From an optimization exercise on the open Yosys and OpenROAD flow, aimed at small area, a short achievable clock period and few clock cycles per item; shortcuts taken in it are not production practice.
The RTL was checked by simulation tests, not by an equivalence proof against the original design.
Power figures rest on the tool's default switching activity, not on a simulated workload.

== ember ==
## fp_mul_pipe
module fp_mul_pipe
#(
  parameter int EXP_W = 8,
  parameter int MAN_W = 23,
  localparam int W = 1 + EXP_W + MAN_W
) (
  input  logic         clk,
  input  logic         reset,
  input  logic         in_valid,
  output logic         in_ready,
  input  logic         rnd_mode,
  input  logic [W-1:0] a,
  input  logic [W-1:0] b,
  output logic         out_valid,
  input  logic         out_ready,
  output logic [W-1:0] c,
  output logic         ovf,
  output logic         unf,
  output logic         inv
);
For scale: roughly 2,000 cells after synthesis, ~110 I/O pins, ~21,000 um^2 of cells after synthesis.
Settings: LEC_CHECK=0, ABC_AREA=1, CAP_MARGIN=20, CORE_MARGIN=2, CORE_UTILIZATION=40, CTS_BUF_LIST=sky130_fd_sc_hd__clkbuf_8 sky130_fd_sc_hd__clkbuf_16, SETUP_SLACK_MARGIN=4.0, SLEW_MARGIN=20, SYNTH_HIERARCHICAL=1, SYNTH_MINIMUM_KEEP_SIZE=0; clock period 8.5 ns.
standard.sh (not shown) runs the stock make flow with config.mk's settings and CLKGATE_MAP_FILE= SYNTH_SCRIPT=/design/flow/synth_recipe.tcl, a recipe that flattens the netlist after the stock synthesis.
==> flow/flow/run.sh <==
#!/bin/bash
# Layout flow: the standard ORFS flow (standard.sh, unchanged synthesis),
# with port buffers of a plain small buffer cell instead of the default
# choice, and timing repair allowed to change cell footprints.
set -euo pipefail
bash standard.sh \
  MATCH_CELL_FOOTPRINT=0 \
  BUFFER_PORTS_ARGS="-buffer_cell sky130_fd_sc_hd__buf_2" \
  finish > standard.log 2>&1
Testbench counts of ember, summed over its fixed seeds: cycles 16,024, items 16,000.
diff inputs: ember => xenon
Settings: an added TNS_END_PERCENT of 5; a change of SETUP_SLACK_MARGIN from 4.0 to 4.8.
## What came out
xenon: maximum net fanout on the critical path 21 below ember
Logic depth of the worst path, buffers included, ember and xenon, higher one = ember.
Detailed-route wire length per cell: xenon higher than ember
Between ember and xenon, the power dissipated in sequential cells does not differ in any meaningful way.
For instance area at placement, ember and xenon come out practically identical.
xenon — worst path arrival time 2.19 ns lower, ember as reference
Compared with ember, in xenon setup slack increased by 0.26 ns relative to the old numbers, synthesized area held steady, worst-case reg-to-reg path depth increased 5, number of instances in the placed design flat.
On reported clock group power: between ember and xenon, it ends up higher for xenon.
Relative to xenon, the following input files were edited for fjord:
Settings: a deleted TNS_END_PERCENT that had been 5.
==> comparison <==
- Setup slack | fjord above xenon
- fjord has DRC marker count from the first detailed-route iteration above what xenon had.
- Between fjord and xenon, the worst hold margin does not differ in any meaningful way.
- fjord against xenon: power per cell area higher; reported sequential group power barely changed.
Relative to fjord, the following input files were edited for lagoon:
Settings: SETUP_SLACK_MARGIN: 4.8 -> 4.4.
### Flow results
Fraction of the yosys area taken by sequential cells: lagoon vs fjord identical. Relative to fjord, the routed wire length of lagoon is lower by about 5.4%. [lagoon vs fjord] setup slack: lower in lagoon. Delta (lagoon minus fjord): growth of design area from synthesis to finish shrank by 8.8 points, first-pass GRT wire length down 5.0%, portion of the clock cycle consumed by the worst path in the final layout has increased. Comparing lagoon with fjord, the die area came out essentially unchanged. Diff fjord -> lagoon: post-layout instance count excluding filler cells went down, via count went down.

* * *

== build 2 ==
fp_mul_pipe again, from the RTL that the note above started with.
export LEC_CHECK = 0
export ABC_AREA = 1
export CAP_MARGIN = 20
export CORE_MARGIN = 2
export CORE_UTILIZATION = 40
export CTS_BUF_LIST = sky130_fd_sc_hd__clkbuf_16
export CTS_CLUSTER_SIZE = 30
export SETUP_SLACK_MARGIN = 4.6
export SLEW_MARGIN = 20
export SYNTH_HIERARCHICAL = 1
export SYNTH_MINIMUM_KEEP_SIZE = 0
create_clock -name core_clock -period 8.5 [get_ports {clk}]
Scripts as last shown in full above: flow/flow/run.sh
Testbench counts of build 2, summed over its fixed seeds: cycles 16,024, items 16,000.
The inputs of build 50 differ from those of build 2 as listed below.
Settings: clearing CTS_CLUSTER_SIZE, which used to be 30; putting TNS_END_PERCENT at 5 where nothing was set; swapping sky130_fd_sc_hd__clkbuf_16 for sky130_fd_sc_hd__clkbuf_8 sky130_fd_sc_hd__clkbuf_16 in CTS_BUF_LIST.
==> run summary <==
Build 50 went all the way through synthesis, placement and routing and the layout is clean on timing, DRC and antenna.
The lower final period demand of the worst path of build 50 and build 2 is in build 2.
In build 50, the clock power came out about 0.7% above the value in build 2.
Against build 2 as the reference, build 50 delivers a lower total number of vias.
[compare] base=build 2 new=build 50: met1 capacity usage during global routing higher; power lower; final area lower; setup slack of the critical path after layout lower.
diff inputs: build 50 => build 77
Settings: a deleted TNS_END_PERCENT that had been 5.
Findings:
Compare build 77 and build 50 | combinational logic power higher: build 77. Build 77 vs. build 50: data arrival time at the worst-slack endpoint went down by 0.19 ns. Build 50 → build 77: worst hold slack fell 0.0095 ns; post-layout net count rose 0.82%.
#### Input delta (build 14 over build 77)
Settings: SETUP_SLACK_MARGIN now 4.2, was 4.6.
Notes after the runs:
Having completed the whole flow, build 14 delivered a layout that passed the timing, DRC and antenna checks. First-pass GRT wire length: build 14 lower than build 77. Against build 77, build 14 reports a layout-stage area growth over the synthesis result that is lower. Compared to build 77, build 14 has total combinational power about 7% lower. Going from build 77 to build 14, wire length shrank by a few percent. On first-iteration DRC count, the higher figure sits with build 14, not build 77. Fmax (lower): build 14. On routing usage on met3: build 14 sits below build 77. Shortest period the worst path allows, build 77 and build 14: lower on build 77. Comparing total stage count of the critical path for build 77 and build 14, the bigger number came from build 14. Compared with build 77, build 14 shows a part of the power in combinational logic that is 1.7 points lower.
## Diff of input files: build 47 against build 14
Settings: a change of CORE_UTILIZATION from 40 to 50; a change of SETUP_SLACK_MARGIN from 4.2 to 4.6.
Notes after the runs:
Relative to build 14, relative area of clock buffers and inverters in the final design decreased by 0.16 points in build 47.
Pin slew with the least headroom to its limit | build 47 below build 14
Of build 14 and build 47, the run reporting the higher global-route total usage across every layer was build 47.
In the metrics for build 14 and build 47, the one carrying the lower filler-free cell count of the finished design is build 47.
Summary: with build 14 as the reference, combinational power in build 47 moved up by more than 10%.
Non-clock buffer count (higher): build 47
Relative to build 14, switching portion of total power has decreased by 0.38 points in build 47.
The following lists how build 30 was set up differently from build 47:
Settings: CORE_UTILIZATION changed from 50 to 40; PLACE_DENSITY newly set to 0.75.
### Flow results
Cell area: higher on build 30. Diff build 47 -> build 30: die area went up about 24%; end-of-flow core utilization dropped 12 points; die width saw an increase; non-filler instance count after layout grew by about 5.4%.

[port drivers added, routing unchanged]
The flow's constraints put no driver on any port. The routed layouts listed below were extracted and timed again, unchanged, in two steps. Step 1: set_driving_cell puts a clkbuf_16 on clk and a buf_2 on each other input, an assumption about the parent block. Step 2 times the ports against the registers' clock, not the clock port: input delays grow and output delays shrink by t, the midpoint of the rising clock arrivals with the driver on. Three values: no drivers, after step 1, after step 2; two values: the first two.
run	shift t [ns]	setup WS [ns]	latest minus earliest clock arrival (ns)	slew at the worst register clock pin (ns)
ember	0.548	4.155 / 4.155 / 4.155	0.025 / 0.025	0.09 / 0.09
xenon	0.550	4.413 / 4.380 / 4.243	0.034 / 0.034	0.09 / 0.09
fjord	0.530	4.493 / 4.462 / 4.462	0.027 / 0.027	0.10 / 0.10
lagoon	0.551	4.438 / 4.406 / 4.406	0.026 / 0.026	0.09 / 0.09
build 2	0.542	4.610 / 4.577 / 4.463	0.029 / 0.028	0.09 / 0.09
build 50	0.548	4.419 / 4.386 / 4.243	0.034 / 0.033	0.09 / 0.09
build 77	0.542	4.610 / 4.577 / 4.463	0.029 / 0.028	0.09 / 0.09
build 14	0.552	4.244 / 4.244 / 4.244	0.026 / 0.026	0.09 / 0.09
build 47	0.510	4.508 / 4.474 / 4.474	0.023 / 0.023	0.09 / 0.09
build 30	0.518	4.591 / 4.559 / 4.517	0.021 / 0.021	0.09 / 0.09
After both steps setup and hold are still met in every run listed. The setup slack of build 50, which loses most, moves by -0.033 ns with the drivers and by -0.176 ns with both steps.
